What follows belongs to an exercise in optimizing a design on an open flow for small area; a production flow would make more cautious choices.
In this exercise RTL edits were held to simulation tests only and were not proved equivalent to the original.
Power and IR drop assume default switching activity.

==> flow/design.v <==
`default_nettype none
package game_pkg;
    typedef logic [10:0] coord_t;
    typedef struct packed {
        coord_t top;
        coord_t left;
    } pos_t;
    typedef logic [7:0] life_t;
    localparam logic [9:0] JET_HOME_TOP  = 10'd610;
    localparam logic [9:0] JET_HOME_LEFT = 10'd448;
    localparam logic [9:0] JET_TOP_MIN   = 10'd2;
    localparam logic [9:0] JET_TOP_MAX   = 10'd633;
    localparam logic [9:0] JET_LEFT_MAX  = 10'd896;
    localparam logic [7:0] EN_HOME_TOP  = 8'd38;
    localparam logic [9:0] EN_HOME_LEFT = 10'd340;
    localparam logic [7:0] EN_TOP_MIN   = 8'd34;
    localparam logic [7:0] EN_TOP_MAX   = 8'd200;
    localparam logic [9:0] EN_LEFT_MIN  = 10'd5;
    localparam logic [9:0] EN_LEFT_MAX  = 10'd768;
    localparam logic [7:0] LFSR_SEED    = 8'hff;
    localparam logic [4:0] JET_LIFE_FULL = 5'd25;
    localparam logic [7:0] EN_LIFE_FULL  = 8'd200;
    function automatic logic ult(input logic [11:0] a, input logic [11:0] b);
        logic c;
        c = 1'b0;
        for (int i = 0; i < 12; i++)
            c = (!a[i] && b[i]) || ((!a[i] || b[i]) && c);
        ult = c;
    endfunction
    function automatic logic ule(input logic [11:0] a, input logic [11:0] b);
        logic c;
        c = 1'b1;
        for (int i = 0; i < 12; i++)
            c = (!a[i] && b[i]) || ((!a[i] || b[i]) && c);
        ule = c;
    endfunction
    function automatic logic [11:0] add(input logic [11:0] a, input logic [11:0] b, input logic ci);
        logic c;
        c = ci;
        for (int i = 0; i < 12; i++)
        begin
            add[i] = a[i] ^ b[i] ^ c;
            c = (a[i] && b[i]) || (a[i] && c) || (b[i] && c);
        end
    endfunction
    function automatic logic [11:0] sub(input logic [11:0] a, input logic [11:0] b);
        sub = add(a, ~b, 1'b1);
    endfunction
    function automatic logic [1:0] fa(input logic a, input logic b, input logic c);
        fa = {(a && b) || (a && c) || (b && c), a ^ b ^ c};
    endfunction
    function automatic logic sle(input logic [11:0] a, input logic [11:0] b);
        sle = ule({!a[11], a[10:0]}, {!b[11], b[10:0]});
    endfunction
    function automatic logic slt(input logic [11:0] a, input logic [11:0] b);
        slt = ult({!a[11], a[10:0]}, {!b[11], b[10:0]});
    endfunction
endpackage
`default_nettype wire
`timescale 1ns/1ps
`default_nettype none
module jet_motion (
    input  wire             CLK_Scan,
    input  wire             rst_n,
    input  wire             start,
    input  wire [3:0]       btn,
    output logic [9:0]      jt,
    output logic [9:0]      jl
);
    logic go_up, go_down, go_left, go_right;
    always_comb
    begin
        go_up    = 1'b0;
        go_down  = 1'b0;
        go_left  = 1'b0;
        go_right = 1'b0;
        case (btn)
            4'b1000: go_up    = 1'b1;
            4'b0100: go_down  = 1'b1;
            4'b0010: go_left  = 1'b1;
            4'b0001: go_right = 1'b1;
            4'b1010: begin go_up   = 1'b1; go_left  = 1'b1; end
            4'b1001: begin go_up   = 1'b1; go_right = 1'b1; end
            4'b0110: begin go_down = 1'b1; go_left  = 1'b1; end
            4'b0101: begin go_down = 1'b1; go_right = 1'b1; end
            default: ;
        endcase
    end
    logic        mv_t, mv_l;
    logic [11:0] jt_nx, jl_nx;
    assign mv_t  = (go_up && game_pkg::ult(12'(game_pkg::JET_TOP_MIN), 12'(jt))) ||
                   (go_down && game_pkg::ult(12'(jt), 12'(game_pkg::JET_TOP_MAX)));
    assign mv_l  = (go_left && jl != 10'd0) ||
                   (go_right && game_pkg::ult(12'(jl), 12'(game_pkg::JET_LEFT_MAX)));
    assign jt_nx = game_pkg::add(12'(jt), {{11{go_up && mv_t}}, mv_t}, 1'b0);
    assign jl_nx = game_pkg::add(12'(jl), {{11{go_left && mv_l}}, mv_l}, 1'b0);
    always_ff @(posedge CLK_Scan)
    begin
        if (!rst_n || start)
        begin
            jt <= game_pkg::JET_HOME_TOP;
            jl <= game_pkg::JET_HOME_LEFT;
        end
        else
        begin
            jt <= jt_nx[9:0];
            jl <= jl_nx[9:0];
        end
    end
endmodule
`default_nettype wire
`timescale 1ns/1ps
`default_nettype none
module enemy_motion (
    input  wire             CLK_Scan,
    input  wire             rst_n,
    input  wire             start,
    output logic [7:0]      et,
    output logic [9:0]      el,
    output logic            mv_dn,
    output logic            mv_up,
    output logic [7:0]      et_nx      
);
    logic [7:0] lfsr;
    logic [7:0] lfsr_next;
    logic [6:0] lfsr_cnt;
    logic [8:0] dir_cnt;
    logic [2:0] dir;
    logic       can_down, can_up, can_left, can_right;
    logic       mv_rt, mv_lf;
    assign lfsr_next = {lfsr[0] ^ lfsr[7], lfsr[7], lfsr[6] ^ lfsr[7], lfsr[5] ^ lfsr[7],
                        lfsr[4], lfsr[3] ^ lfsr[7], lfsr[2] ^ lfsr[7], lfsr[1]};
    logic [11:0] et_sum, el_sum, lfsr_cnt_inc, dir_cnt_inc;
    assign can_down  = game_pkg::ult(12'(et), 12'(game_pkg::EN_TOP_MAX));
    assign can_up    = game_pkg::ult(12'(game_pkg::EN_TOP_MIN), 12'(et));
    assign can_left  = game_pkg::ult(12'(game_pkg::EN_LEFT_MIN), 12'(el));
    assign can_right = game_pkg::ult(12'(el), 12'(game_pkg::EN_LEFT_MAX));
    assign et_sum       = 12'(et + {{7{mv_up}}, mv_up || mv_dn});
    assign el_sum       = 12'(game_pkg::add(12'(el), {{11{mv_lf}}, mv_lf || mv_rt}, 1'b0));
    assign et_nx        = et_sum[7:0];
    assign lfsr_cnt_inc = 12'({lfsr_cnt[5:0], !(lfsr_cnt[6] ^ lfsr_cnt[5])});
    assign dir_cnt_inc  = 12'({dir_cnt[7:0], !(dir_cnt[8] ^ dir_cnt[4])});
    always_comb
    begin
        mv_dn = 1'b0;
        mv_up = 1'b0;
        mv_rt = 1'b0;
        mv_lf = 1'b0;
        case (dir)
            3'd0: mv_dn = can_down;
            3'd1: mv_rt = can_right;
            3'd2: mv_up = can_up;
            3'd3: mv_lf = can_left;
            3'd4: begin mv_dn = can_down && can_right; mv_rt = mv_dn; end
            3'd5: begin mv_dn = can_down && can_left;  mv_lf = mv_dn; end
            3'd6: begin mv_up = can_up && can_right;   mv_rt = mv_up; end
            default: begin mv_up = can_up && can_left; mv_lf = mv_up; end
        endcase
    end
    always_ff @(posedge CLK_Scan)
    begin
        if (!rst_n || start)
        begin
            lfsr     <= game_pkg::LFSR_SEED;
            lfsr_cnt <= '0;
        end
        else if (lfsr_cnt == 7'b0010110)
        begin
            lfsr_cnt <= '0;
            lfsr     <= lfsr_next;
        end
        else
            lfsr_cnt <= lfsr_cnt_inc[6:0];
    end
    always_ff @(posedge CLK_Scan)
    begin
        if (!rst_n || start)
        begin
            et      <= game_pkg::EN_HOME_TOP;
            el      <= game_pkg::EN_HOME_LEFT;
            dir_cnt <= '0;
            dir     <= 3'd0;
        end
        else
        begin
            if (dir_cnt == 9'b001000011)
            begin
                dir_cnt <= '0;
                dir     <= {lfsr[3], lfsr[6], lfsr[2]};
            end
            else
                dir_cnt <= dir_cnt_inc[8:0];
            et <= et_nx;
            el <= el_sum[9:0];
        end
    end
endmodule
`default_nettype wire
`timescale 1ns/1ps
`default_nettype none
module shot_volley (
    input  wire             CLK_Scan,
    input  wire             rst_n,
    input  wire             start,
    input  wire [9:0]       jt,
    input  wire [9:0]       jl,
    input  wire [9:0]       el,
    input  wire [7:0]       et_nx,
    input  wire             mv_dn,
    input  wire             mv_up,
    output logic [2:0]      enemy_hits
);
    localparam int N = 6;
    logic [9:0]          vol_cnt;
    logic [11:0]         vol_inc;
    logic                launch;
    logic [N-1:0]        live;
    logic [N-1:0][9:0]   d;
    logic [N-1:0][9:0]   lft;
    logic [N-1:0]        hit;
    logic [N-1:0]        nlive;
    logic [N-1:0][9:0]   nd;
    logic [1:0]          step;
    logic [11:0]         d0;
    logic [11:0]         hlo;
    logic [11:0]         hhi;
    logic [2:0]          hit_sum;
    always_comb
    begin
        case (vol_cnt)
            10'b0111110011, 10'b0000001110, 10'b0100100011, 10'b0011111101, 10'b0101011011,
            10'b1011010100, 10'b1001011100, 10'b1000110011, 10'b1100101000,
            10'b0101100100: launch = 1'b1;
            default: launch = 1'b0;
        endcase
    end
    assign vol_inc = 12'({vol_cnt[8:0], !(vol_cnt[9] ^ vol_cnt[6])});
    assign step = {mv_dn, !mv_dn && !mv_up};
    assign d0   = 12'(jt) - 12'(et_nx);
    assign hlo  = 12'(el) - 12'd69;
    assign hhi  = 12'(el) + 12'd194;
    always_comb
    begin
        for (int n = 0; n < N; n++)
        begin
            logic [11:0] dd;
            hit[n] = live[n] && game_pkg::ule(12'(d[n]), 12'd223) &&
                     (hlo[11] || game_pkg::ule(hlo, 12'(lft[n]))) &&
                     game_pkg::ule(12'(lft[n]), hhi);
            dd       = game_pkg::sub(12'(d[n]), 12'(step));
            nd[n]    = dd[9:0];
            nlive[n] = live[n] && !hit[n] && !dd[11];
        end
    end
    always_comb
    begin
        logic [1:0] a0, a1, a2;
        a0 = game_pkg::fa(hit[0], hit[1], hit[2]);
        a1 = game_pkg::fa(hit[3], hit[4], hit[5]);
        a2 = game_pkg::fa(a0[1], a1[1], a0[0] && a1[0]);
        hit_sum = {a2, a0[0] ^ a1[0]};
    end
    always_ff @(posedge CLK_Scan)
    begin
        if (!rst_n || start)
        begin
            vol_cnt    <= '0;
            enemy_hits <= '0;
            live       <= '0;
        end
        else
        begin
            vol_cnt    <= (vol_cnt == 10'b0101100100) ? '0 : vol_inc[9:0];
            enemy_hits <= hit_sum;
            if (launch)
                live <= {nlive[N-2:0], !d0[11]};
            else
                live <= nlive;
        end
    end
    always_ff @(posedge CLK_Scan)
    begin
        if (launch)
        begin
            d[0]   <= d0[9:0];
            lft[0] <= jl;
            for (int n = 1; n < N; n++)
            begin
                d[n]   <= nd[n-1];
                lft[n] <= lft[n-1];
            end
        end
        else
            d <= nd;
    end
endmodule
`default_nettype wire
`timescale 1ns/1ps
`default_nettype none
module enemy_barrage (
    input  wire             CLK_Scan,
    input  wire             rst_n,
    input  wire             start,
    input  wire [7:0]       et,
    input  wire [9:0]       el,
    input  wire [9:0]       jt,
    input  wire [9:0]       jl,
    output logic [3:0]      jet_hits
);
    logic [9:0]         c;
    logic [2:0]         pat;
    logic               stream;
    logic               pat_end;
    logic [4:0][8:0]    top;     
    logic [4:0][9:0]    lft;
    logic [8:0]         live;
    logic [4:0]         s_spawn;
    logic               p_spawn;
    logic [4:0]         load;
    logic [8:0]         hit;
    logic [4:0]         gone;
    logic [8:0]         nlive;
    logic [3:0]         hit_sum;
    logic [11:0]        vlo, vhi, hlo, hhi;
    logic [11:0]        pm, qq;
    logic [11:0]        m1, m2, m3, m4;
    logic [11:0]        c_inc;
    assign stream  = pat < 3'd2;
    assign pat_end = stream ? (c == 10'd750) : (c == 10'd249);
    assign p_spawn = !stream && c == 10'd1023;
    assign c_inc   = game_pkg::add(12'(c), 12'd0, 1'b1);
    always_comb
    begin
        for (int i = 0; i < 5; i++)
            s_spawn[i] = stream && (c == 10'((i + 1) * 50) || c == 10'((i + 6) * 50));
        load = s_spawn | {4'b0000, p_spawn};
    end
    always_comb
    begin
        vlo = 12'(jt) - 12'd231;
        vhi = (jt > 10'd602) ? 12'd506 : 12'(jt) - 12'd96;
        hlo = (jl < 10'd37) ? 12'd6 : 12'(jl) - 12'd31;
        hhi = (jl > 10'd864) ? 12'd991 : 12'(jl) + 12'd127;
        pm  = hlo - 12'(lft[0]) - 12'd1;
        qq  = hhi - 12'(lft[0]);
        m1  = 12'(c[7:0]);
        m2  = {3'b000, c[7:0], 1'b0};
        m3  = game_pkg::add(12'(c[7:0]), {3'b000, c[7:0], 1'b0}, 1'b0);
        m4  = {2'b00, c[7:0], 2'b00};
    end
    logic [4:0] vok, vup, hin;
    always_comb
    begin
        for (int i = 0; i < 5; i++)
        begin
            vok[i]  = game_pkg::sle(vlo, 12'(top[i]));
            vup[i]  = game_pkg::sle(12'(top[i]), vhi);
            hin[i]  = game_pkg::ule(hlo, 12'(lft[i])) && game_pkg::ule(12'(lft[i]), hhi);
            gone[i] = !vup[i];
        end
    end
    always_comb
    begin
        logic vin0;
        logic [8:0] hp;
        vin0 = vok[0] && vup[0];
        hp[0] = hin[0];
        begin
            logic       w_r, w_l;
            logic [11:0] ba, bb;
            logic [4:1] ca, cb;
            w_r = !pm[11];
            w_l = qq[11];
            ba  = w_r ? pm : (w_l ? ~qq : ~pm);
            bb  = w_l ? ~pm : qq;
            ca[1] = game_pkg::ule(m1, ba);
            cb[1] = game_pkg::ule(m1, bb);
            ca[2] = game_pkg::ule(m2, ba);
            cb[2] = game_pkg::ule(m2, bb);
            ca[3] = game_pkg::ule(m3, ba);
            cb[3] = game_pkg::ule(m3, bb);
            ca[4] = game_pkg::ule(m4, ba);
            cb[4] = game_pkg::ule(m4, bb);
            for (int k = 1; k <= 4; k++)
            begin
                hp[2 * k - 1] = (w_l || w_r) ? (w_r && !ca[k] && cb[k]) : cb[k];
                hp[2 * k]     = (w_l || w_r) ? (w_l && !ca[k] && cb[k]) : ca[k];
            end
        end
        for (int j = 0; j < 5; j++)
        begin
            if (stream)
                hit[j] = live[j] && !pat_end && vok[j] && vup[j] && hin[j];
            else
                hit[j] = live[j] && !pat_end && vin0 && hp[j];
        end
        for (int j = 5; j < 9; j++)
            hit[j] = live[j] && !pat_end && vin0 && hp[j];
        begin
            logic [1:0] a0, a1, a2, a3, a4, a5, a6;
            logic       b0;
            a0 = game_pkg::fa(hit[0], hit[1], hit[2]);
            a1 = game_pkg::fa(hit[3], hit[4], hit[5]);
            a2 = game_pkg::fa(hit[6], hit[7], hit[8]);
            a3 = game_pkg::fa(a0[0], a1[0], a2[0]);
            b0 = a3[0] ^ (hit[0] && !stream);
            a4 = game_pkg::fa(a0[1], a1[1], a2[1]);
            a5 = game_pkg::fa(a4[0], a3[1], a3[0] && hit[0] && !stream);
            a6 = {a4[1] && a5[1], a4[1] ^ a5[1]};
            hit_sum = {a6, a5[0], b0};
        end
        for (int j = 0; j < 5; j++)
            nlive[j] = stream ? (s_spawn[j] || (live[j] && !hit[j] && !gone[j]))
                              : (p_spawn || (live[j] && !hit[j] && !gone[0]));
        for (int j = 5; j < 9; j++)
            nlive[j] = !stream && (p_spawn || (live[j] && !hit[j] && !gone[0]));
    end
    always_ff @(posedge CLK_Scan)
    begin
        if (!rst_n || start)
        begin
            c        <= '0;
            pat      <= 3'd0;
            jet_hits <= '0;
            live     <= '0;
        end
        else
        begin
            jet_hits <= hit_sum;
            if (pat_end)
            begin
                pat  <= (pat == 3'd5) ? 3'd0 : pat + 3'd1;
                c    <= (pat == 3'd5 || pat == 3'd0) ? 10'd0 : 10'd873;
                live <= '0;
            end
            else
            begin
                c    <= c_inc[9:0];
                live <= nlive;
            end
        end
    end
    logic [11:0]     t_spawn, l_spawn;
    logic [4:0][8:0] t_step;
    assign t_spawn = 12'(et);
    assign l_spawn = game_pkg::add(12'(el), 12'd116, 1'b0);
    always_comb
    begin
        for (int i = 0; i < 5; i++)
        begin
            logic [11:0] t;
            t = game_pkg::add(12'(top[i]), 12'd2, 1'b0);
            t_step[i] = t[8:0];
        end
    end
    always_ff @(posedge CLK_Scan)
    begin
        for (int i = 0; i < 5; i++)
        begin
            if (load[i])
            begin
                top[i] <= t_spawn[8:0];
                lft[i] <= l_spawn[9:0];
            end
            else
                top[i] <= t_step[i];
        end
    end
endmodule
`default_nettype wire
`timescale 1ns/1ps
`default_nettype none
module life_tracker (
    input  wire             CLK_Scan,
    input  wire             rst_n,
    input  wire             start,
    input  wire [2:0]       enemy_hits,
    input  wire [3:0]       jet_hits,
    output logic [4:0]      jet_life,
    output logic [7:0]      enemy_life,
    output logic            over,
    output logic            result     
);
    logic [11:0] jd, ed;
    assign jd = game_pkg::sub(12'(jet_life), 12'(jet_hits));
    assign ed = game_pkg::sub(12'(enemy_life), 12'(enemy_hits));
    always_ff @(posedge CLK_Scan)
    begin
        if (!rst_n || start)
        begin
            jet_life   <= game_pkg::JET_LIFE_FULL;
            enemy_life <= game_pkg::EN_LIFE_FULL;
            over       <= 1'b0;
            result     <= 1'b0;
        end
        else
        begin
            if (jet_life != '0 && enemy_life != '0)     
            begin
                jet_life   <= jd[11] ? 5'd0 : jd[4:0];
                enemy_life <= ed[11] ? 8'd0 : ed[7:0];
            end
            if (jet_life == '0 || enemy_life == '0)
                over <= 1'b1;
            result <= (enemy_life == '0);
        end
    end
endmodule
`default_nettype wire
`timescale 1ns/1ps
`default_nettype none
module game_core (
    input  wire                   CLK_Scan,
    input  wire                   rst_n,
    input  wire                   start,
    input  wire [3:0]             btn,
    output wire [21:0]            jet_pos,
    output wire [21:0]            enemy_pos,
    output wire [7:0]             jet_life,
    output wire [7:0]             enemy_life,
    output wire                   over,
    output wire                   result
);
    logic [9:0] jt, jl, el;
    logic [7:0] et;
    logic       mv_dn, mv_up;
    logic [7:0] et_nx;
    logic [2:0] enemy_hits;     
    logic [3:0] jet_hits;
    logic [4:0] jlife;
    assign jet_pos   = {1'b0, jt, 1'b0, jl};
    assign enemy_pos = {3'b000, et, 1'b0, el};
    assign jet_life  = {3'b000, jlife};
    jet_motion u_jet (
        .CLK_Scan (CLK_Scan),
        .rst_n    (rst_n),
        .start    (start),
        .btn      (btn),
        .jt       (jt),
        .jl       (jl)
    );
    enemy_motion u_enemy (
        .CLK_Scan (CLK_Scan),
        .rst_n    (rst_n),
        .start    (start),
        .et       (et),
        .el       (el),
        .mv_dn    (mv_dn),
        .mv_up    (mv_up),
        .et_nx    (et_nx)
    );
    shot_volley u_volley (
        .CLK_Scan   (CLK_Scan),
        .rst_n      (rst_n),
        .start      (start),
        .jt         (jt),
        .jl         (jl),
        .el         (el),
        .et_nx      (et_nx),
        .mv_dn      (mv_dn),
        .mv_up      (mv_up),
        .enemy_hits (enemy_hits)
    );
    enemy_barrage u_barrage (
        .CLK_Scan (CLK_Scan),
        .rst_n    (rst_n),
        .start    (start),
        .et       (et),
        .el       (el),
        .jt       (jt),
        .jl       (jl),
        .jet_hits (jet_hits)
    );
    life_tracker u_life (
        .CLK_Scan   (CLK_Scan),
        .rst_n      (rst_n),
        .start      (start),
        .enemy_hits (enemy_hits),
        .jet_hits   (jet_hits),
        .jet_life   (jlife),
        .enemy_life (enemy_life),
        .over       (over),
        .result     (result)
    );
endmodule
`default_nettype wire
==> flow/flow/run.sh <==
#!/bin/bash
# Own layout flow: the standard flow (standard.sh) with these changes:
# - synthesis: the standard script (synth_recipe.tcl: same passes, flattening, renaming and
#   registers), except that Yosys does not lock adders into full/half-adder cells before
#   ABC (ADDER_MAP_FILE empty) and ABC maps with flow/abc_area.script;
# - port buffers are the smallest buffer, buf_1;
# - clock tree: larger sink clusters and no dummy loads;

# Each make run logs to its own file here; ORFS's step logs are under orfs/logs.
set -euo pipefail
W=$(pwd)
rm -rf "$W/scripts_abc"
cp -r "$FLOW_HOME/scripts" "$W/scripts_abc"
cp "$W/flow/abc_area.script" "$W/scripts_abc/abc_area.script"
bash standard.sh SCRIPTS_DIR="$W/scripts_abc" ADDER_MAP_FILE= synth > "$W/make_synth.log" 2>&1
bash standard.sh \
  "BUFFER_PORTS_ARGS=-buffer_cell sky130_fd_sc_hd__buf_1" \
  "CTS_ARGS=-sink_clustering_enable -repair_clock_nets -sink_clustering_size 28 -sink_clustering_max_diameter 80 -dont_use_dummy_load" \
  > "$W/make_layout.log" 2>&1
==> flow/flow/abc_area.script <==
strash
&get -n
&fraig -x
&put
scorr
dc2
strash
&get -n
&dch -f
&nf -R 1000 {D}
&put
==> flow/standard.sh <==
#!/bin/bash
# synth_recipe.tcl (not shown) runs the flow's synth.tcl, then flattens the netlist and writes it again
# the make line also repeats each setting of config.mk as NAME=value (left out here)
make -C /OpenROAD-flow-scripts/flow DESIGN_CONFIG=/design/flow/config.mk WORK_HOME=/design/flow/orfs CLKGATE_MAP_FILE= SYNTH_SCRIPT=/design/flow/synth_recipe.tcl "${@:-finish}"
==> flow/config.mk <==
export PLATFORM = sky130hd
export DESIGN_NAME = game_core
export DESIGN_NICKNAME = game_core
export VERILOG_FILES = /design/flow/design.v
export SDC_FILE = /design/flow/constraint.sdc
export NUM_CORES = 4
export LEC_CHECK = 0
export ABC_AREA = 1
export CAP_MARGIN = 0
export CORE_MARGIN = 2
export CORE_UTILIZATION = 65
export SLEW_MARGIN = 0
==> flow/constraint.sdc <==
create_clock -name core_clock -period 7.5 [get_ports {CLK_Scan}]
set_input_delay 1.5000 -clock core_clock [delete_from_list [all_inputs] [get_ports {CLK_Scan}]]
set_output_delay 1.5000 -clock core_clock [all_outputs]
set_load 0.01 [all_outputs]
==> flow_summary_export.csv, run 1 <==
group,metric,value,unit
run_status,status,"finished with violations",
run_status,so.violations,"setup timing",
synth,synth_top_area_share,23.5,%
floorplanning,start_util,66.4,%
grt,groute.layer.met1.usage,45.5,%
cts,cts.hold.buffers_added,0,
worst_setup_path,crit_path_frequent_cell,"maj3_2",
worst_setup_path,required,7.91,ns
routing,ant_nets,0,
cts,path_clk_slew,0.11,ns
routing,finalWirelength,52400,um
grt,grt.total_usage,32.9,%
worst_setup_path,max_stage_delay,0.42,ns
synth,netlist_top_cells_area,"dfxtp_1 (24%), edfxtp_1 (18%), xnor2_1 (6.0%)",
cts,clockRootBuffer,"clkbuf_16",
finish,fillCellCount,2076,
power_and_ir_drop,switching_power,0.00122,W
synth,yosys_warnings,5,
floorplanning,io_pins,69,
power_and_ir_drop,p_clk_share,25.8,%
run,maxCapViolCount,0,
synth,seq_area_frac_synth,41.5,%
cts,cts_tree,"yes",
finish,multiInputGateArea,0.0115,mm2
grt,grt_util_met3,4.61,%
synth,ys_ff_latch,340,
grt,grtUsageMet2,54.8,%
power_and_ir_drop,p_seq_share,52.4,%
synth,synth_area,0.0192,mm2
sta,fin_worst_skew,0.0517,ns
grt,grt_overflow,0,
routing,dr.pass1.iters,6,
floorplanning,coreArea,0.0289,mm2
synth,syn_inst,2172,
cts,cts_made_buffers,20,
routing,routedWlPerCell,18.8,um
floorplanning,dieArea,0.0309,mm2
synth,synth_cell_type_count,60,
finish,layout_common_cells,"dfxtp_1 (221), nand2_1 (217), o21ai_0 (200), nor2_1 (193), a21oi_1 (168)",
synth,ys.flop_type,"dfxtp_1",
floorplanning,std_cell_rows,62,
grt,busiest_layer,"met2",
cts,cts.sinks,340,
floorplanning,die_h,176,um
synth,async_flop_share,0,%
grt,grt_max_degree,78,
sta,tightest_slew,1.00,ns
sta,period_share,108,%
cts,clock_latency,0.55,ns
power_and_ir_drop,p_total,0.00414,W
power_and_ir_drop,p_comb_share,21.7,%
sta,slew_viol_final,0,
synth,synth_area_leader_cell,"dfxtp_1",
routing,route.detailed.drc,0,
synth,synth_edf_count,115,
routing,vias,18100,
finish,drive_gt1_share,10.9,%
sta,tns,-1.55,ns
sta,finalHoldViolCount,0,
finish,register_area,0.00797,mm2
floorplanning,die_w,176,um
routing,drt-vias-per-instance,6.49,
power_and_ir_drop,p_leak,7.73,nW
power_and_ir_drop,p_sw_share,29.5,%
power_and_ir_drop,internal_power,0.00291,W
grt,antenna_found_initial,0,
synth,avgSynthCellArea,8.82,um2
placement,port_buffers,59,
worst_setup_path,cp.arrival,8.47,ns
finish,fin_nets,2412,
hold_path,hp-class,"flop to flop",
grt,grt_pass1_wl,84400,um
sta,fmax,124,MHz
grt,grt_pass1_vias,17000,
finish,final_common_cell,"dfxtp_1",
sta,finalSetupViolCount,4,
routing,drt_iter0_drc,1969,
power_and_ir_drop,p_per_area,189,mW/mm2
cts,clock_path_buffers,3,
worst_setup_path,crit_type,"flop to flop",
worst_setup_path,end_kind,"flop",
sta,slew_headroom,32.8,%
worst_setup_path,worst_path_max_delay_cell,"or3_4",
finish,diodes,0,
worst_setup_path,critPathMaxFanout,3,
worst_setup_path,cp-start-kind,"flop",
placement,place_congestion,0.916,
sta,rsz0062_at_grt,"true",
sta,min_period,8.06,ns
placement,dp_hpwl,36300,um
sta,layout_setup_ws,-0.564,ns
finish,syn_to_final_growth,14.4,%
cts,htreeDepth,1,
power_and_ir_drop,peakVddDrop,0.173,mV
==> layer usage <==
| metal | vias up | share of wire [%] |
|---|---|---|
| met5 | - | 0 |
| met4 | 0 | 2.0 |
| met3 | 91 | 7.7 |
| met2 | 729 | 46 |
| met1 | 8607 | 44 |
| li1 | 8657 | - |
==> logic make-up (layout without fill, tap and decap cells) <==
group / count (synthesis) / after routing / synth area share (%)
and+or+nand+nor: 711 / 711 / 17.5
buffers and inverters: 40 / 263 / 0.999
DFF: 340 / 340 / 41.5
AOI/OAI and AO/OA: 755 / 755 / 24.4
other: 1 / 9 / 0.0196
xor gates and xnor gates: 214 / 214 / 9.78
adders and majority gates: 67 / 67 / 3.50
muxes: 44 / 44 / 2.30
==> area by class of cell <==
type | count | share of cell area (%)
multi-input combinational | 1800 | 52.3
inverter | 29 | 0.497
sequential | 340 | 36.3
timing repair buffer | 214 | 6.38
clock buffer | 20 | 2.28
tap | 384 | 2.19
==> worst max-delay path, delay by kind of cell, from the launching register on <==
family / cells / cell delay (ns)
adder cells (fa/ha/maj): 10 / 3.23
flip-flops: 1 / 0.35
buffers and inverters: 1 / 0.07
XOR/XNOR: 3 / 0.40
AO/OA/AOI/OAI: 14 / 1.93
AND/OR/NAND/NOR: 9 / 1.98
==> power by group through the flow <==
| stage | registers, W | clock network (W) | logic [W] |
|---|---|---|---|
| floorplan | 0.00218 | 0 | 0.000582 |
| global placement | 0.00219 | 0 | 0.000808 |
| detailed placement | 0.00220 | 0 | 0.000839 |
| CTS | 0.00216 | 0.00108 | 0.000865 |
| global route | 0.00219 | 0.00114 | 0.000986 |
| finish | 0.00217 | 0.00107 | 0.000899 |
==> worst paths after layout <==
path                                      end  slack, ns  cells after the start                        from
min                u_volley.lft[20]$_DFFE_PP_       0.46                      0  u_volley.lft[10]$_DFFE_PP_
max          u_barrage.jet_hits[2]$_SDFF_PP0_      -0.56                     37      u_jet.jl[7]$_SDFF_PP1_
max reg2reg  u_barrage.jet_hits[2]$_SDFF_PP0_      -0.56                     37      u_jet.jl[7]$_SDFF_PP1_
min reg2reg        u_volley.lft[20]$_DFFE_PP_       0.46                      0  u_volley.lft[10]$_DFFE_PP_
==> repair_timing <==
item	in CTS	in global routing
gates resized for setup	22	30
pin swaps	33	32
setup buffers	30	8
endpoints found under the setup margin	4	4
==> registers in the layout (all words and copies together) (netlist names), 3 cells and up <==
signal               count
u_barrage.live           9
u_enemy.dir              3
u_life.enemy_life        8
u_volley.enemy_hits      3
u_volley.d              60
u_jet.jt                10
u_barrage.pat            3
u_barrage.top           45
u_barrage.lft           50
u_barrage.jet_hits       4
u_volley.live            6
u_enemy.el              10
u_jet.jl                10
u_enemy.et               8
u_volley.lft            60
u_life.jet_life          5
u_enemy.dir_cnt          9
u_barrage.c             10
u_enemy.lfsr_cnt         7
u_enemy.lfsr             8
u_volley.vol_cnt        10
==> metrics by stage <==
stage | util, % | area, um2 | std cells | hold WS [ns] | setup WS [ns]
final | 75.9 | 21900 | 2787 | 0.458 | -0.564
after global routing | 75.9 | 21900 | 2787 | 0.467 | -0.857
after CTS | 75.3 | 21700 | 2781 | 0.461 | -0.330
after detailed placement | 72.5 | 20900 | 2731 | 0.437 | -0.583
after global placement | 72.5 | 20900 | 2731 | 0.422 | -0.354
after floorplan | - | 19400 | 2180 | 0.418 | -0.442
==> Yosys cell counts, drive strengths merged, types with 6 or more instances <==
cell and n:
a31oi 32, a221oi 30, a22o 7, o21a 17, o21ai 214, a21oi 182
o22ai 90, o31ai 12, buf 11, xnor2 132, dfxtp 225, a21o 13
nand3 36, a22oi 66, a211oi 12, edfxtp 115, mux2i 44, or3 12
o221ai 31, a221o 6, nor3 45, maj3 67, clkinv 29, and2 27
and3 27, nor2 200, nand2b 37, nand4 15, nor2b 31, nand2 223
xor2 82, or2 15, nor4 16, a211o 7
==> run 2: changes to the inputs <==
==> flow/flow/abc_area.script (replaced) <==
strash
&get -n
&fraig -x
&put
scorr
dc2
strash
&get -n
&dch -f
&nf -R 1000 {D}
&put
buffer -c
topo
stime -c
dnsize -c
==> flow_summary_export.csv, run 2 <==
group,metric,value,unit
run_status,status,"finished with violations",
run_status,so.violations,"setup timing",
finish,diodes,0,
sta,fin_worst_skew,0.0679,ns
power_and_ir_drop,p_leak,7.76,nW
synth,ys_ff_latch,340,
cts,htreeDepth,1,
sta,slew_headroom,31.8,%
sta,rsz0062_at_grt,"true",
placement,port_buffers,59,
routing,ant_nets,0,
finish,fin_nets,2394,
synth,seq_area_frac_synth,40.3,%
worst_setup_path,required,7.88,ns
finish,final_common_cell,"dfxtp_1",
routing,routedWlPerCell,18.9,um
placement,place_congestion,0.909,
sta,period_share,104,%
synth,synth_most_common_cell,"dfxtp_1",
routing,drt_iter0_drc,2066,
synth,synth_commonest_cells,"dfxtp_1 (225), nand2_1 (223), o21ai_0 (209)",
cts,cts.sinks,340,
sta,finalHoldViolCount,0,
cts,cts_made_buffers,19,
synth,syn_inst,2326,
floorplanning,start_util,66.3,%
sta,layout_setup_ws,-0.328,ns
grt,antenna_found_initial,0,
synth,synth_cell_type_count,67,
floorplanning,io_pins,69,
sta,finalSetupViolCount,4,
worst_setup_path,crit_path_frequent_cell,"maj3_2",
routing,route.detailed.drc,0,
sta,tightest_slew,1.02,ns
synth,synth_top_area_share,22.8,%
synth,synth_edf_count,115,
power_and_ir_drop,peakVddDrop,0.196,mV
floorplanning,die_w,178,um
synth,netlist_top_cells_area,"dfxtp_1 (23%), edfxtp_1 (17%), xnor2_1 (5.9%)",
finish,syn_to_final_growth,9.82,%
worst_setup_path,cp.arrival,8.21,ns
placement,post-place-ws,-0.490,ns
worst_setup_path,cp-start-kind,"flop",
sta,fmax,128,MHz
sta,slew_viol_final,0,
synth,synth_area,0.0197,mm2
routing,vias,18100,
grt,grt_max_degree,76,
cts,path_clk_slew,0.11,ns
run,maxCapViolCount,0,
cts,clockRootBuffer,"clkbuf_16",
synth,synth_area_leader_cell,"dfxtp_1",
grt,grt_pass1_vias,16300,
cts,clock_latency,0.54,ns
power_and_ir_drop,p_total,0.00408,W
cts,cts_tree,"yes",
worst_setup_path,critPathMaxFanout,4,
synth,avgSynthCellArea,8.49,um2
worst_setup_path,worst_path_max_delay_cell,"maj3_1",
floorplanning,std_cell_rows,63,
power_and_ir_drop,p_per_area,188,mW/mm2
grt,grt_overflow,0,
routing,dr.pass1.iters,6,
hold_path,holdPathStages,0,
floorplanning,dieArea,0.0318,mm2
placement,dp_hpwl,37300,um
synth,yosys_warnings,5,
synth,async_flop_share,0,%
worst_setup_path,end_kind,"flop",
finish,layout_common_cells,"dfxtp_1 (223), nand2_1 (217), nor2_1 (195), o21ai_0 (195), a21oi_1 (169)",
worst_setup_path,crit_type,"flop to flop",
cts,clock_path_buffers,3,
grt,grt.total_usage,32.0,%
finish,drive_gt1_share,10.4,%
routing,drt-vias-per-instance,6.51,
finish,top_regs,"u_volley.d: 60 flops, u_volley.lft: 60 flops, u_barrage.lft: 50 flops",
sta,min_period,7.83,ns
synth,ys.flop_type,"dfxtp_1",
routing,finalWirelength,52500,um
grt,grt_pass1_wl,83300,um
worst_setup_path,max_stage_delay,0.37,ns
floorplanning,coreArea,0.0298,mm2
worst_setup_path,rr_worst_depth,39,
hold_path,hp-class,"flop to flop",
floorplanning,die_h,178,um
[run 2: repair_timing]
action / in CTS / in global routing
endpoints found under the setup margin: 4 / 4
pin swaps: 25 / 11
hold buffers: 0 / 0
setup buffers: 11 / 7
gates resized for setup: 25 / 15
[run 2: cell type report]
cell class                      instances  area, um2
Sequential cell                       340       7960
Tap cell                              390        488
Timing Repair Buffer                  197       1260
Multi-Input combinational cell       1800      11400
Inverter                               29        109
Clock buffer                           19        475
Fill cell                            2323       8120
[run 2: critical path, delay by kind of cell (launching register included)]
kind	cells	cell delay, ns
AO/OA/AOI/OAI	13	1.69
XOR/XNOR	4	0.71
adder cells (fa/ha/maj)	9	2.93
buffers and inverters	1	0.08
flip-flops	1	0.34
AND/OR/NAND/NOR	12	1.95
[run 2: cell families (layout without fill, tap and decap cells)]
family	count (synthesis)	in the layout	share of synthesized area (%)
fa+ha+maj	67	67	3.40
simple gates	711	711	17.0
buf+inv	194	245	3.90
flops	340	340	40.3
other cells	1	9	0.0190
xor+xnor	214	214	9.49
compound gates	755	755	23.7
mux	44	44	2.23
[run 2: metrics by stage]
stage               hold slack [ns]  util [%]  cells  TNS [ns]  instance area (um2)
global route                  0.453      72.8   2775     -2.00                21700
detailed placement            0.426      70.2   2738     -1.08                20900
finish                        0.446      72.8   2775    -0.672                21700
floorplan                     0.418         -   2334    -0.676                19900
CTS                           0.444      72.4   2768    -0.318                21600
global placement              0.433      70.2   2738    -0.481                20900
[run 2: power breakdown]
group	switching [W]	internal, W	leakage [nW]
Combinational	0.000486	0.000392	4.62
Clock	0.000579	0.000454	0.234
Sequential	0.000130	0.00203	2.90
Total	0.00119	0.00288	7.76
[run 2: routing by layer]
layer  wire, um  GRT usage, %  part of all wire (%)
met5          0             0                     0
met1      23400          45.9                    45
met4        922          5.93                   1.8
met2      23900          52.0                    45
met3       4250          4.65                   8.1
[run 2: path summary, 6_finish.rpt]
| kind | from | to | slack, ns |
|---|---|---|---|
| setup / recovery | u_jet.jl[1]$_SDFF_PP0_ | u_barrage.jet_hits[2]$_SDFF_PP0_ | -0.33 |
| hold / removal | u_volley.lft[40]$_DFFE_PP_ | u_volley.lft[50]$_DFFE_PP_ | 0.45 |
| setup reg to reg | u_jet.jl[1]$_SDFF_PP0_ | u_barrage.jet_hits[2]$_SDFF_PP0_ | -0.33 |
| hold reg to reg | u_volley.lft[40]$_DFFE_PP_ | u_volley.lft[50]$_DFFE_PP_ | 0.45 |
==> run 3: changes to the inputs <==
==> flow/flow/abc_area.script (replaced) <==
strash
&get -n
&fraig -x
&put
scorr
dc2
strash
&get -n
&dch -f
&nf {D}
&put
buffer -c
topo
stime -c
dnsize -c
--- a/flow/config.mk
+++ b/flow/config.mk
@@ -10,3 +10,3 @@
 export CORE_MARGIN = 2
-export CORE_UTILIZATION = 65
+export CORE_UTILIZATION = 75
 export SLEW_MARGIN = 0
==> flow_summary_export.csv, run 3 <==
group,metric,value,unit
routing,drt-vias-per-instance,6.83,
synth,yosys_warnings,5,
floorplanning,start_util,76.5,%
sta,finalHoldViolCount,0,
floorplanning,io_pins,69,
finish,final_common_cell,"dfxtp_1",
cts,cts.hold.buffers_added,0,
finish,fillCellCount,1749,
placement,dp_hpwl,36000,um
synth,seq_area_frac_synth,39.8,%
sta,slew_viol_final,0,
power_and_ir_drop,p_per_area,189,mW/mm2
worst_setup_path,end_kind,"flop",
cts,htreeDepth,1,
floorplanning,dieArea,0.0280,mm2
grt,grt_pass1_vias,16600,
cts,cts_made_buffers,17,
worst_setup_path,r2r_slack,0.41,ns
cts,postCtsSetupBuffers,0,
sta,slew_headroom,13.6,%
sta,finalSetupViolCount,0,
sta,min_period,7.09,ns
placement,place_congestion,0.947,
cts,cts_tree,"yes",
synth,synth_most_common_cell,"dfxtp_1",
sta,fin_worst_skew,0.0668,ns
finish,top_regs,"u_volley.d: 60 flops, u_volley.lft: 60 flops, u_barrage.lft: 50 flops",
hold_path,hp-class,"flop to flop",
synth,synth_cell_type_count,76,
floorplanning,die_h,167,um
finish,syn_to_final_growth,4.18,%
routing,finalWirelength,50700,um
routing,route.detailed.drc,0,
routing,ant_nets,0,
floorplanning,die_w,167,um
hold_path,min_from,"u_enemy.dir_cnt[2]$_SDFF_PP0_",
sta,tns,0,ns
sta,period_share,94.6,%
cts,cts.sinks,340,
grt,grt.total_usage,35.4,%
power_and_ir_drop,peakVddDrop,0.245,mV
worst_setup_path,critPathMaxFanout,17,
worst_setup_path,required,7.88,ns
finish,diodes,0,
routing,drt_iter0_drc,2262,
cts,clock_latency,0.53,ns
synth,synth_area,0.0200,mm2
synth,syn_inst,2350,
sta,fmax,141,MHz
grt,antenna_found_initial,0,
cts,clock_path_buffers,3,
finish,final_util,79.7,%
hold_path,hold_path_end,"u_enemy.dir_cnt[3]$_SDFF_PP0_",
worst_setup_path,r2r-end,"u_barrage.jet_hits[2]$_SDFF_PP0_",
finish,layout_common_cells,"dfxtp_1 (224), nand2_1 (221), nor2_1 (203), o21ai_0 (185), a21oi_1 (169)",
sta,tightest_slew,1.29,ns
grt,grt_max_degree,83,
floorplanning,std_cell_rows,59,
synth,ys_ff_latch,340,
run,maxCapViolCount,0,
synth,async_flop_share,0,%
finish,fin_nets,2315,
synth,ys.flop_type,"dfxtp_1",
synth,synth_area_leader_cell,"dfxtp_1",
synth,synth_commonest_cells,"dfxtp_1 (225), nand2_1 (221), nor2_1 (203)",
grt,grt_pass1_wl,83300,um
worst_setup_path,crit-reg2reg-launch,"u_jet.jl[0]$_SDFF_PP0_",
worst_setup_path,crit_type,"flop to flop",
sta,hold_ws,0.455,ns
worst_setup_path,cp-start-kind,"flop",
finish,drive_gt1_share,4.47,%
synth,avgSynthCellArea,8.51,um2
routing,routedWlPerCell,19.2,um
synth,netlist_top_cells_area,"dfxtp_1 (23%), edfxtp_1 (17%), xnor2_1 (5.6%)",
worst_setup_path,rr_worst_depth,26,
grt,grt_overflow,0,
run_status,status,"timing/DRC/antenna clean",
routing,vias,18000,
placement,port_buffers,59,
floorplanning,coreArea,0.0261,mm2
synth,synth_top_area_share,22.5,%
cts,clockRootBuffer,"clkbuf_16",
power_and_ir_drop,p_leak,7.29,nW
cts,path_clk_slew,0.11,ns
worst_setup_path,cp.arrival,7.48,ns
routing,dr.pass1.iters,25,
synth,synth_edf_count,115,
hold_path,holdPathStages,1,
==> run 3: cell types whose count changed after synthesis, sizes merged, moves of 7 or more <==
cell | before | now
o21ai | 214 | 189
maj3 | 67 | 49
a21oi | 182 | 172
and2 | 27 | 35
o211ai | 4 | 12
a22oi | 66 | 73
==> run 3: power by group <==
group	internal [W]	leakage [nW]	total, W	switching, W
registers	0.00203	2.90	0.00217	0.000139
logic	0.000332	4.18	0.000781	0.000449
clock network	0.000409	0.209	0.000984	0.000575
total	0.00278	7.29	0.00394	0.00116
==> run 3: through the flow <==
| stage | total power (W) | instances | setup slack (ns) | instance area [um2] |
|---|---|---|---|---|
| floorplan | 0.00277 | 2358 | 0.339 | 20000 |
| global placement | 0.00291 | 2624 | 0.295 | 20300 |
| detailed placement | 0.00296 | 2624 | 0.127 | 20300 |
| CTS | 0.00391 | 2641 | 0.107 | 20700 |
| global route | 0.00410 | 2641 | -0.00551 | 20800 |
| finish | 0.00394 | 2641 | 0.405 | 20800 |
==> run 3: critical path: stages, from the launching register on <==
cell       delay, ns
dfxtp_1         0.38
buf_4           0.22
or2_2           0.35
and2_1          0.19
a21o_1          0.19
maj3_1          0.37
a21oi_1         0.30
o211ai_1        0.19
a311oi_1        0.43
or3b_2          0.20
o211ai_1        0.13
a31o_2          0.38
or3_1           0.41
and3_1          0.25
o22ai_1         0.17
a21oi_1         0.07
o22ai_1         0.16
a21oi_1         0.10
a221o_1         0.33
a31o_2          0.27
a21oi_1         0.29
xnor3_1         0.43
xnor2_1         0.20
xnor3_1         0.29
a2111oi_2       0.38
o21ai_0         0.15
nor3b_1         0.15
==> run 3: what timing repair did <==
action / CTS / global route
hold endpoints to repair: 0 / 0
endpoints found under the setup margin: 0 / 4
resized for setup: 0 / 20
==> run 3: worst max-delay path by stage <==
stage	cells after the start	startpoint	slack, ns	end
6_report	26	u_jet.jl[0]$_SDFF_PP0_	0.41	u_barrage.jet_hits[2]$_SDFF_PP0_
4_1_cts	26	u_jet.jl[3]$_SDFF_PP0_	0.11	u_barrage.jet_hits[2]$_SDFF_PP0_
5_1_grt	26	u_jet.jl[0]$_SDFF_PP0_	-0.006	u_barrage.jet_hits[2]$_SDFF_PP0_
2_1_floorplan	26	u_jet.jl[2]$_SDFF_PP0_	0.34	u_barrage.jet_hits[2]$_SDFF_PP0_
3_5_place_dp	26	u_jet.jl[3]$_SDFF_PP0_	0.13	u_barrage.jet_hits[2]$_SDFF_PP0_
3_3_place_gp	25	u_jet.jl[3]$_SDFF_PP0_	0.29	u_barrage.jet_hits[2]$_SDFF_PP0_
==> run 3: final cells by class <==
class	count	area [um2]	share of cell area (%)
well taps	335	419	2.01
clock buffers	17	425	2.04
inverters	35	131	0.631
repair buffers	93	484	2.32
flip-flops and latches	340	7960	38.2
multi-input cells	1821	11400	54.8
==> run 3: metal layers <==
layer / share of wire [%] / up-vias / wire length (um) / GRT usage (%)
met2: 46 / 912 / 23300 / 56.8
met5: 0 / - / 0 / 0
met1: 42 / 8476 / 21400 / 50.0
met4: 2.9 / 0 / 1470 / 11.8
met3: 8.9 / 108 / 4530 / 4.51
li1: - / 8545 / - / -
==> run 3: cell families after synthesis <==
kind of cell / Yosys count / share of synthesized area [%]
other cells: 1 / 0.0188
fa+ha+maj: 49 / 2.45
flops: 340 / 39.8
compound gates: 773 / 24.7
mux: 47 / 2.37
buf+inv: 197 / 3.91
xor+xnor: 209 / 9.29
simple gates: 734 / 17.5
==> run 4: changes to the inputs <==
==> flow/flow/abc_area.script (replaced) <==
strash
&get -n
&fraig -x
&put
scorr
dc2
strash
&get -n
&dch -f
&nf {D}
&put
--- a/flow/config.mk
+++ b/flow/config.mk
@@ -10,3 +10,3 @@
 export CORE_MARGIN = 2
-export CORE_UTILIZATION = 75
+export CORE_UTILIZATION = 65
 export SLEW_MARGIN = 0
==> flow_summary_export.csv, run 4 <==
group,metric,value,unit
worst_setup_path,crit_family,"compound AO/OA/AOI/OAI gates",
sta,fmax,142,MHz
cts,clock_path_buffers,3,
synth,netlist_top_cells_area,"dfxtp_1 (23%), edfxtp_1 (18%), xnor2_1 (5.7%)",
synth,yosys_warnings,5,
floorplanning,io_pins,69,
sta,tightest_slew,1.07,ns
placement,post-place-ws,0.0937,ns
grt,grt_pass1_vias,16100,
synth,synth_commonest_cells,"dfxtp_1 (225), nand2_1 (221), nor2_1 (203)",
finish,layout_common_cells,"dfxtp_1 (223), nand2_1 (220), nor2_1 (203), o21ai_0 (187), a21oi_1 (167)",
finish,fin_nets,2322,
routing,finalWirelength,50700,um
grt,grt_util_met3,3.29,%
routing,routedWlPerCell,18.7,um
routing,route.detailed.drc,0,
floorplanning,std_cell_rows,63,
worst_setup_path,worst_path_max_delay_cell,"or4_1",
placement,place_area,0.0204,mm2
worst_setup_path,critPathBufInv,0,
finish,final_util,71.0,%
floorplanning,start_util,65.7,%
cts,htreeDepth,1,
floorplanning,dieArea,0.0313,mm2
worst_setup_path,cp.arrival,7.50,ns
worst_setup_path,required,7.95,ns
floorplanning,coreArea,0.0296,mm2
placement,port_buffers,59,
synth,synth_top_area_share,23.2,%
routing,ant_nets,0,
floorplanning,die_h,177,um
power_and_ir_drop,p_per_area,189,mW/mm2
power_and_ir_drop,peakVddDrop,0.222,mV
worst_setup_path,r2r-end,"u_barrage.jet_hits[2]$_SDFF_PP0_",
routing,dr.pass1.iters,7,
sta,finalSetupViolCount,0,
synth,synth_most_common_cell,"dfxtp_1",
hold_path,holdPathStages,0,
finish,final_area,0.0210,mm2
synth,synth_edf_count,115,
grt,grtUsageMet2,50.3,%
grt,grt_max_degree,78,
worst_setup_path,crit-reg2reg-launch,"u_jet.jl[3]$_SDFF_PP0_",
hold_path,hp-class,"flop to flop",
synth,syn_inst,2199,
routing,drt-vias-per-instance,6.60,
cts,path_clk_slew,0.10,ns
finish,fin_cells,2703,
synth,avgSynthCellArea,8.84,um2
synth,ys.flop_type,"dfxtp_1",
sta,slew_viol_final,0,
sta,layout_setup_ws,0.446,ns
power_and_ir_drop,p_total,0.00397,W
finish,syn_to_final_growth,8.02,%
worst_setup_path,r2r_slack,0.45,ns
cts,cts_tree,"yes",
sta,period_share,94.0,%
cts,clock_latency,0.55,ns
floorplanning,die_w,177,um
placement,place_congestion,0.916,
finish,drive_gt1_share,3.80,%
synth,synth_area,0.0194,mm2
placement,placedCellCount,2683,
placement,dp_hpwl,35800,um
worst_setup_path,rr_worst_depth,25,
run,maxCapViolCount,0,
routing,vias,17800,
synth,synth_area_leader_cell,"dfxtp_1",
finish,diodes,0,
cts,cts_made_buffers,18,
worst_setup_path,cp-start-kind,"flop",
synth,seq_area_frac_synth,41.0,%
worst_setup_path,max_stage_delay,0.61,ns
grt,grt.total_usage,31.5,%
grt,grt_pass1_wl,81500,um
finish,top_regs,"u_volley.d: 60 flops, u_volley.lft: 60 flops, u_barrage.lft: 50 flops",
routing,drt_iter0_drc,1912,
run_status,status,"timing/DRC/antenna clean",
cts,clockRootBuffer,"clkbuf_16",
grt,busiest_layer,"met2",
grt,antenna_found_initial,1,
sta,fin_worst_skew,0.0812,ns
worst_setup_path,end_kind,"flop",
grt,groute.layer.met1.usage,46.0,%
cts,cts.sinks,340,
worst_setup_path,critPathMaxFanout,9,
hold_path,min_from,"u_volley.lft[40]$_DFFE_PP_",
sta,slew_headroom,27.8,%
worst_setup_path,crit_type,"flop to flop",
synth,synth_cell_type_count,71,
synth,async_flop_share,0,%
hold_path,hold_path_end,"u_volley.lft[50]$_DFFE_PP_",
power_and_ir_drop,p_leak,7.16,nW
sta,finalHoldViolCount,0,
synth,ys_ff_latch,340,
grt,grt_overflow,0,
finish,final_common_cell,"dfxtp_1",
sta,min_period,7.05,ns
## run 4: cell types whose count changed in the layout (fill, tap and decap cells not counted), moves of 3 or more
cell / before / now
clkinv_1: 0 / 34
and2_0: 2 / 34
or4b_1: 0 / 3
or2_0: 0 / 16
buf_4: 33 / 40
inv_1: 34 / 0
or4b_2: 3 / 0
and2_1: 33 / 1
or2_2: 16 / 0
## run 4: repair_timing
action	CTS	global route
hold endpoints to repair	0	0
buffers inserted	0	2
setup endpoints to repair	0	4
hold buffers	0	0
gates resized for setup	0	25
## run 4: logic make-up (layout without fill, tap and decap cells)
family,count (synthesis),after routing,share of synthesized area (%)
flops,340,340,41.0
other cells,1,9,0.0193
compound gates,773,773,25.4
xor+xnor,209,209,9.56
fa+ha+maj,49,49,2.52
mux,47,47,2.43
simple gates,734,734,18.0
buf+inv,46,152,1.10
## run 4: per-layer routing
metal,part of all wire (%),vias to the layer above,wire (um)
met2,46,696,23300
met4,2.0,0,1030
met5,0,-,0
li1,-,8583,-
met1,45,8457,22800
met3,7.0,96,3550
## run 4: power by group
part	internal, W	leakage [nW]	switching (W)
registers	0.00203	2.90	0.000128
logic	0.000332	4.04	0.000456
clock network	0.000431	0.222	0.000585
total	0.00280	7.16	0.00117
## run 4: per-stage QoR
step	hold slack, ns	TNS, ns
4_1_cts	0.454	0
6_report	0.455	0
3_3_place_gp	0.430	0
2_1_floorplan	0.418	0
5_1_grt	0.468	-0.0196
3_5_place_dp	0.427	0
## run 4: cell type report
class	instances	area (um2)
multi-input cells	1821	11400
repair buffers	99	522
fillers	2339	8570
flip-flops and latches	340	7960
well taps	390	488
clock buffers	18	450
inverters	35	131
## run 4: worst max path at each step
stage | slack, ns | to | depth (start not counted) | from
final | 0.45 | u_barrage.jet_hits[2]$_SDFF_PP0_ | 25 | u_jet.jl[3]$_SDFF_PP0_
after global routing | -0.02 | u_barrage.jet_hits[2]$_SDFF_PP0_ | 26 | u_jet.jl[1]$_SDFF_PP0_
after CTS | 0.12 | u_barrage.jet_hits[2]$_SDFF_PP0_ | 26 | u_jet.jl[0]$_SDFF_PP0_
after detailed placement | 0.09 | u_barrage.jet_hits[2]$_SDFF_PP0_ | 26 | u_jet.jl[0]$_SDFF_PP0_
after global placement | 0.32 | u_barrage.jet_hits[2]$_SDFF_PP0_ | 25 | u_jet.jl[0]$_SDFF_PP0_
after floorplan | 0.02 | u_barrage.jet_hits[2]$_SDFF_PP0_ | 24 | u_jet.jl[0]$_SDFF_PP0_
## run 4: worst reg2reg max path: stages (launching register included)
cell	delay [ns]
dfxtp_1	0.31
or4_1	0.61
nor3_2	0.22
o211ai_1	0.19
maj3_1	0.42
a21o_1	0.23
a21oi_2	0.19
maj3_2	0.26
o211ai_1	0.14
a311o_1	0.47
a31o_2	0.36
nand2_2	0.19
o221ai_1	0.20
maj3_1	0.39
a21oi_1	0.15
o22ai_1	0.10
a21oi_1	0.23
a221o_1	0.20
o2111ai_1	0.17
a31oi_1	0.25
xnor3_1	0.48
nor2b_1	0.15
o31ai_1	0.50
a2111oi_2	0.15
o21ai_0	0.23
nor3b_1	0.24
==> run 5: changes to the inputs <==
==> flow/flow/abc_area.script (replaced) <==
strash
&get -n
&fraig -x
&put
scorr
dc2
strash
&get -n
&dch -f
&nf {D}
&put
buffer -c
topo
stime -c
dnsize -c
--- a/flow/config.mk
+++ b/flow/config.mk
@@ -11,2 +11,3 @@
 export CORE_UTILIZATION = 65
+export GPL_TIMING_DRIVEN = 0
 export SLEW_MARGIN = 0
==> flow_summary_export.csv, run 5 <==
group,metric,value,unit
power_and_ir_drop,p_clk_share,25.6,%
worst_setup_path,cp.arrival,7.59,ns
synth,syn_inst,2350,
worst_setup_path,cp-start-kind,"flop",
placement,place_area,0.0208,mm2
cts,htreeDepth,1,
floorplanning,io_pins,69,
routing,finalWirelength,54100,um
sta,finalSetupViolCount,0,
floorplanning,die_w,179,um
floorplanning,dieArea,0.0322,mm2
floorplanning,die_h,179,um
synth,avgSynthCellArea,8.51,um2
cts,cts.sinks,340,
floorplanning,start_util,65.7,%
finish,fin_nets,2447,
synth,netlist_top_cells_area,"dfxtp_1 (23%), edfxtp_1 (17%), xnor2_1 (5.6%)",
placement,post-place-ws,-1.33,ns
placement,dp_hpwl,40100,um
finish,final_common_cell,"dfxtp_1",
synth,seq_area_frac_synth,39.8,%
finish,fillCellCount,2415,
grt,antenna_found_initial,0,
power_and_ir_drop,internal_power,0.00281,W
finish,top_regs,"u_volley.d: 60 flops, u_volley.lft: 60 flops, u_barrage.lft: 50 flops",
sta,fmax,139,MHz
worst_setup_path,crit_type,"flop to flop",
run,maxCapViolCount,0,
routing,routedWlPerCell,19.1,um
finish,syn_to_final_growth,7.80,%
cts,cts_tree,"yes",
synth,ys_ff_latch,340,
cts,clock_latency,0.55,ns
grt,grt.total_usage,32.6,%
routing,ant_nets,0,
cts,path_clk_slew,0.11,ns
power_and_ir_drop,p_leak,7.47,nW
power_and_ir_drop,p_comb_share,20.4,%
synth,synth_most_common_cell,"dfxtp_1",
routing,vias,18300,
placement,place_congestion,0.929,
routing,dr.pass1.iters,6,
hold_path,hp-class,"flop to flop",
finish,fin_cells,2834,
synth,synth_top_area_share,22.5,%
sta,slew_viol_final,0,
placement,placedCellCount,2815,
synth,yosys_warnings,5,
cts,cts.hold.buffers_added,0,
power_and_ir_drop,p_total,0.00399,W
synth,synth_commonest_cells,"dfxtp_1 (225), nand2_1 (221), nor2_1 (203)",
floorplanning,coreArea,0.0304,mm2
grt,grt_pass1_wl,84900,um
sta,period_share,95.7,%
finish,layout_common_cells,"dfxtp_1 (221), nand2_1 (220), nor2_1 (200), o21ai_0 (184), a21oi_1 (167)",
power_and_ir_drop,p_seq_share,54.0,%
synth,synth_cell_type_count,76,
power_and_ir_drop,p_sw_share,29.7,%
placement,port_buffers,59,
floorplanning,std_cell_rows,64,
sta,finalHoldViolCount,0,
synth,synth_area_leader_cell,"dfxtp_1",
finish,diodes,0,
finish,drive_gt1_share,4.96,%
power_and_ir_drop,peakVddDrop,0.232,mV
cts,clock_path_buffers,3,
power_and_ir_drop,switching_power,0.00119,W
synth,ys.flop_type,"dfxtp_1",
routing,route.detailed.drc,0,
synth,synth_edf_count,115,
grt,grt_pass1_vias,16400,
sta,tightest_slew,1.20,ns
cts,clockRootBuffer,"clkbuf_16",
finish,final_area,0.0216,mm2
synth,synth_area,0.0200,mm2
grt,grt_overflow,0,
sta,min_period,7.17,ns
worst_setup_path,required,7.92,ns
run_status,status,"timing/DRC/antenna clean",
sta,hold_ws,0.449,ns
sta,fin_worst_skew,0.0824,ns
cts,cts_made_buffers,18,
synth,async_flop_share,0,%
routing,drt_iter0_drc,1847,
routing,drt-vias-per-instance,6.47,
grt,grt_max_degree,70,
sta,layout_setup_ws,0.326,ns
sta,slew_headroom,20.0,%
worst_setup_path,critPathMaxFanout,10,
power_and_ir_drop,p_per_area,185,mW/mm2
worst_setup_path,end_kind,"flop",
## run 5: cell types whose count changed in the layout (fill, tap and decap cells not counted), moves of 4 or more
cell | before | now
buf_4 | 40 | 22
clkinv_1 | 34 | 0
inv_1 | 0 | 35
and2_0 | 34 | 2
o21ai_1 | 1 | 5
buf_1 | 59 | 68
and2_1 | 1 | 33
clkbuf_1 | 0 | 127
or2_2 | 0 | 16
or2_0 | 16 | 0
## run 5: repair_timing
item                                    CTS  global route
resized for setup                        33            34
pin swaps                                 3             8
gates cloned                              0             0
endpoints found under the setup margin    4             4
buffers inserted                          4             6
## run 5: worst max-delay path, stage by stage, from the launching register on
cell and delay, ns:
dfxtp_1 0.36, clkbuf_2 0.21, or4_4 0.55, nor3_4 0.20, o211ai_1 0.20, maj3_1 0.43, a21o_1 0.23, a21oi_2 0.19
maj3_2 0.26, o211ai_1 0.14, a311o_2 0.41, a31o_2 0.36, nand2_4 0.16, o21ai_0 0.17, maj3_1 0.39, a21oi_1 0.17
o22ai_1 0.11, a21oi_1 0.22, a221o_1 0.20, o2111ai_1 0.20, a31oi_2 0.27, xnor3_1 0.47, xnor2_1 0.18, xnor3_1 0.32
a2111oi_4 0.35, o21ai_0 0.15, nor3b_1 0.16
## run 5: metal layers
metal	track usage (%)	up-vias	part of all wire, %
li1	-	8820	-
met1	47.5	8690	46
met4	8.97	0	2.4
met5	0	-	0
met2	50.9	750	44
met3	4.32	87	7.6
## run 5: layout make-up
cell class / count / area (um2) / area share (%)
multi-input cells: 1821 / 11600 / 53.6
flip-flops and latches: 340 / 7960 / 36.9
plain buffers: 153 / 636 / 2.95
well taps: 396 / 495 / 2.30
clock buffers: 18 / 450 / 2.09
repair buffers: 71 / 319 / 1.48
inverters: 35 / 131 / 0.609
## run 5: kinds of logic (layout without fill, tap and decap cells)
group                      count (synthesis)  in the layout  synth area share, %
adders and majority gates                 49             49                 2.45
other                                      1              9               0.0188
AOI/OAI and AO/OA                        773            773                 24.7
muxes                                     47             47                 2.37
xor gates and xnor gates                 209            209                 9.29
and+or+nand+nor                          734            734                 17.5
buffers and inverters                    197            277                 3.91
DFF                                      340            340                 39.8
## run 5: final timing paths
| kind | startpoint | to | slack, ns | cells after the start |
|---|---|---|---|---|
| hold reg to reg | u_enemy.dir_cnt[5]$_SDFF_PP0_ | u_enemy.dir_cnt[6]$_SDFF_PP0_ | 0.45 | 1 |
| setup reg to reg | u_jet.jl[0]$_SDFF_PP0_ | u_barrage.jet_hits[2]$_SDFF_PP0_ | 0.33 | 26 |
| hold / removal | u_enemy.dir_cnt[5]$_SDFF_PP0_ | u_enemy.dir_cnt[6]$_SDFF_PP0_ | 0.45 | 1 |
| setup / recovery | u_jet.jl[0]$_SDFF_PP0_ | u_barrage.jet_hits[2]$_SDFF_PP0_ | 0.33 | 26 |
## run 5: power by group through the flow
stage          combinational, W  sequential, W  clock (W)
6_report               0.000815        0.00216    0.00102
5_1_grt                0.000906        0.00217    0.00109
4_1_cts                0.000788        0.00215    0.00103
3_5_place_dp           0.000761        0.00219          0
3_3_place_gp           0.000739        0.00218          0
2_1_floorplan          0.000602        0.00217          0
## run 5: metrics by stage
step	utilization (%)	TNS [ns]
2_1_floorplan	-	0
3_3_place_gp	68.2	-4.07
3_5_place_dp	68.3	-4.35
4_1_cts	70.3	0
5_1_grt	70.8	-0.00733
6_report	70.8	0
==> run 6: changes to the inputs <==
--- a/flow/config.mk
+++ b/flow/config.mk
@@ -11,3 +11,2 @@
 export CORE_UTILIZATION = 65
-export GPL_TIMING_DRIVEN = 0
 export SLEW_MARGIN = 0
==> flow_summary_export.csv, run 6 <==
group,metric,value,unit
cts,path_clk_slew,0.10,ns
power_and_ir_drop,p_per_area,190,mW/mm2
routing,drt_iter0_drc,1868,
synth,synth_cell_type_count,76,
routing,drt-vias-per-instance,6.51,
worst_setup_path,cp.arrival,7.65,ns
sta,finalSetupViolCount,0,
cts,postCtsSetupBuffers,0,
placement,dp_hpwl,36200,um
synth,synth_area,0.0200,mm2
floorplanning,coreArea,0.0304,mm2
synth,avgSynthCellArea,8.51,um2
power_and_ir_drop,internal_power,0.00282,W
power_and_ir_drop,p_clk_share,26.1,%
synth,synth_fa_ha_area_share,2.45,%
finish,top_regs,"u_volley.d: 60 flops, u_volley.lft: 60 flops, u_barrage.lft: 50 flops",
routing,dr.pass1.iters,5,
worst_setup_path,rr_worst_depth,26,
cts,htreeDepth,1,
floorplanning,std_cell_rows,64,
worst_setup_path,cp-start-kind,"flop",
routing,top_layer,"met4",
finish,fin_cells,2706,
synth,synth_commonest_cells,"dfxtp_1 (225), nand2_1 (221), nor2_1 (203)",
placement,place_congestion,0.901,
synth,synth_top_family_by_area,"compound AO/OA/AOI/OAI gates",
worst_setup_path,required,7.96,ns
sta,tns,0,ns
power_and_ir_drop,p_leak,7.32,nW
finish,final_common_cell,"dfxtp_1",
sta,period_share,95.8,%
sta,slew_headroom,28.6,%
hold_path,min_from,"u_volley.lft[40]$_DFFE_PP_",
synth,synth_top_area_share,22.5,%
routing,route.detailed.drc,0,
synth,muxShareOfSynthArea,2.37,%
cts,clockRootBuffer,"clkbuf_16",
sta,tightest_slew,1.07,ns
synth,synth_compound_area_share,24.7,%
cts,clock_path_buffers,3,
hold_path,holdPathStages,0,
grt,grt_pass1_wl,80400,um
worst_setup_path,crit-reg2reg-launch,"u_jet.jl[0]$_SDFF_PP0_",
sta,min_period,7.19,ns
cts,cts.sinks,340,
synth,syn_inst,2350,
finish,drive_gt1_share,4.68,%
synth,netlist_top_cells_area,"dfxtp_1 (23%), edfxtp_1 (17%), xnor2_1 (5.6%)",
placement,placedCellCount,2687,
run_status,status,"timing/DRC/antenna clean",
grt,grt_max_degree,83,
grt,grt_overflow,0,
placement,port_buffers,59,
power_and_ir_drop,p_seq_share,54.3,%
synth,yosys.area_share.simple,17.5,%
sta,fmax,139,MHz
run,maxCapViolCount,0,
routing,finalWirelength,51000,um
routing,met1_length,23500,um
power_and_ir_drop,p_comb_share,19.5,%
cts,cts_tree,"yes",
routing,wl_met3,3210,um
grt,antenna_found_initial,0,
synth,synth_xor_area_share,9.29,%
sta,fin_worst_skew,0.0888,ns
floorplanning,io_pins,69,
synth,yosys_warnings,5,
hold_path,hold_path_end,"u_volley.lft[50]$_DFFE_PP_",
finish,layout_common_cells,"dfxtp_1 (224), nand2_1 (221), nor2_1 (203), o21ai_0 (185), a21oi_1 (168)",
power_and_ir_drop,p_sw_share,29.3,%
worst_setup_path,end_kind,"flop",
synth,async_flop_share,0,%
worst_setup_path,r2r_slack,0.31,ns
sta,finalHoldViolCount,0,
grt,grt_pass1_vias,15600,
synth,synth_most_common_cell,"dfxtp_1",
routing,routedWlPerCell,18.9,um
synth,synth_area_leader_cell,"dfxtp_1",
placement,post-place-ws,0.0884,ns
hold_path,hp-class,"flop to flop",
worst_setup_path,crit_type,"flop to flop",
cts,cts_made_buffers,19,
finish,syn_to_final_growth,4.92,%
grt,grt.total_usage,30.6,%
worst_setup_path,critPathMaxFanout,18,
floorplanning,start_util,65.7,%
routing,ant_nets,0,
finish,fin_nets,2319,
power_and_ir_drop,switching_power,0.00117,W
synth,ys_ff_latch,340,
floorplanning,die_w,179,um
power_and_ir_drop,peakVddDrop,0.172,mV
sta,slew_viol_final,0,
synth,seq_area_frac_synth,39.8,%
sta,layout_setup_ws,0.315,ns
synth,synth_edf_count,115,
finish,diodes,0,
synth,ys.flop_type,"dfxtp_1",
cts,clock_latency,0.56,ns
floorplanning,dieArea,0.0322,mm2
floorplanning,die_h,179,um
worst_setup_path,r2r-end,"u_barrage.jet_hits[2]$_SDFF_PP0_",
routing,wl_met2,23000,um
routing,vias,17600,
==> run 6: cell counts after synthesis <==
No cell type changed its count.
==> run 6: logic make-up (layout without fill, tap and decap cells) <==
kind of cell / count (synthesis) / count (layout)
adder cells (fa/ha/maj): 49 / 49
buffers and inverters: 197 / 149
multiplexers: 47 / 47
AND/OR/NAND/NOR: 734 / 734
AO/OA/AOI/OAI: 773 / 773
flip-flops: 340 / 340
other: 1 / 9
XOR/XNOR: 209 / 209
==> run 6: layout make-up <==
class | count | area (um2)
Clock buffer | 19 | 475
Fill cell | 2488 | 9450
Inverter | 35 | 131
Multi-Input combinational cell | 1821 | 11400
Sequential cell | 340 | 7960
Tap cell | 396 | 495
Timing Repair Buffer | 95 | 499
==> run 6: routing by layer <==
metal	vias up	track usage, %
met5	-	0
met3	89	3.33
met2	627	49.2
li1	8551	-
met4	0	8.23
met1	8356	44.0
==> run 6: repair_timing <==
item,in CTS,in global routing
endpoints found under the setup margin,0,4
hold buffers,0,0
resized for setup,0,20
==> run 6: power groups by stage <==
stage	sequential (W)	clock (W)	combinational, W
6_report	0.00217	0.00104	0.000779
5_1_grt	0.00219	0.00112	0.000866
4_1_cts	0.00217	0.00107	0.000760
3_5_place_dp	0.00221	0	0.000754
3_3_place_gp	0.00219	0	0.000735
2_1_floorplan	0.00217	0	0.000602
==> run 6: worst max path at each step <==
| stage | from | endpoint | slack [ns] | depth (start not counted) |
|---|---|---|---|---|
| 2_1_floorplan | u_jet.jl[2]$_SDFF_PP0_ | u_barrage.jet_hits[2]$_SDFF_PP0_ | 0.34 | 26 |
| 3_3_place_gp | u_jet.jl[3]$_SDFF_PP0_ | u_barrage.jet_hits[2]$_SDFF_PP0_ | 0.28 | 25 |
| 3_5_place_dp | u_jet.jl[3]$_SDFF_PP0_ | u_barrage.jet_hits[2]$_SDFF_PP0_ | 0.09 | 25 |
| 4_1_cts | u_jet.jl[3]$_SDFF_PP0_ | u_barrage.jet_hits[2]$_SDFF_PP0_ | 0.1 | 25 |
| 5_1_grt | u_jet.jl[3]$_SDFF_PP0_ | u_barrage.jet_hits[2]$_SDFF_PP0_ | -0.006 | 26 |
| 6_report | u_jet.jl[0]$_SDFF_PP0_ | u_barrage.jet_hits[2]$_SDFF_PP0_ | 0.31 | 26 |
==> run 6: critical path, stage by stage, from the launching register on <==
cell	delay, ns
dfxtp_1	0.40
buf_4	0.25
nand2_1	0.14
xnor2_1	0.15
a21oi_1	0.73
nand2_1	0.16
a21oi_1	0.31
o211ai_1	0.18
a311oi_1	0.37
or3b_2	0.20
o211ai_1	0.13
a31o_2	0.38
or3_1	0.40
and3_1	0.24
o22ai_1	0.17
a21oi_1	0.06
o22ai_1	0.19
a21oi_1	0.11
a221o_1	0.30
a31o_2	0.26
a21oi_1	0.30
xnor3_1	0.44
nor2b_1	0.17
o31ai_1	0.50
a2111oi_2	0.16
o21ai_0	0.23
nor3b_1	0.19
==> run 6: metrics by stage <==
stage	instance area (um2)	util [%]	hold WS [ns]	power, W
floorplan	20000	-	0.418	0.00277
finish	21000	68.9	0.465	0.00399
global placement	20400	67.1	0.439	0.00293
detailed placement	20400	67.1	0.431	0.00296
CTS	20900	68.7	0.466	0.00399
global route	21000	68.9	0.469	0.00417

Setup slack of run 6, layout unchanged: 0.315 ns with ideal ports, 0.315 ns with driving cells assumed (clock clkbuf_16, inputs buf_2), 0.315 ns with port delays also shifted by the 0.565 ns mid clock arrival.
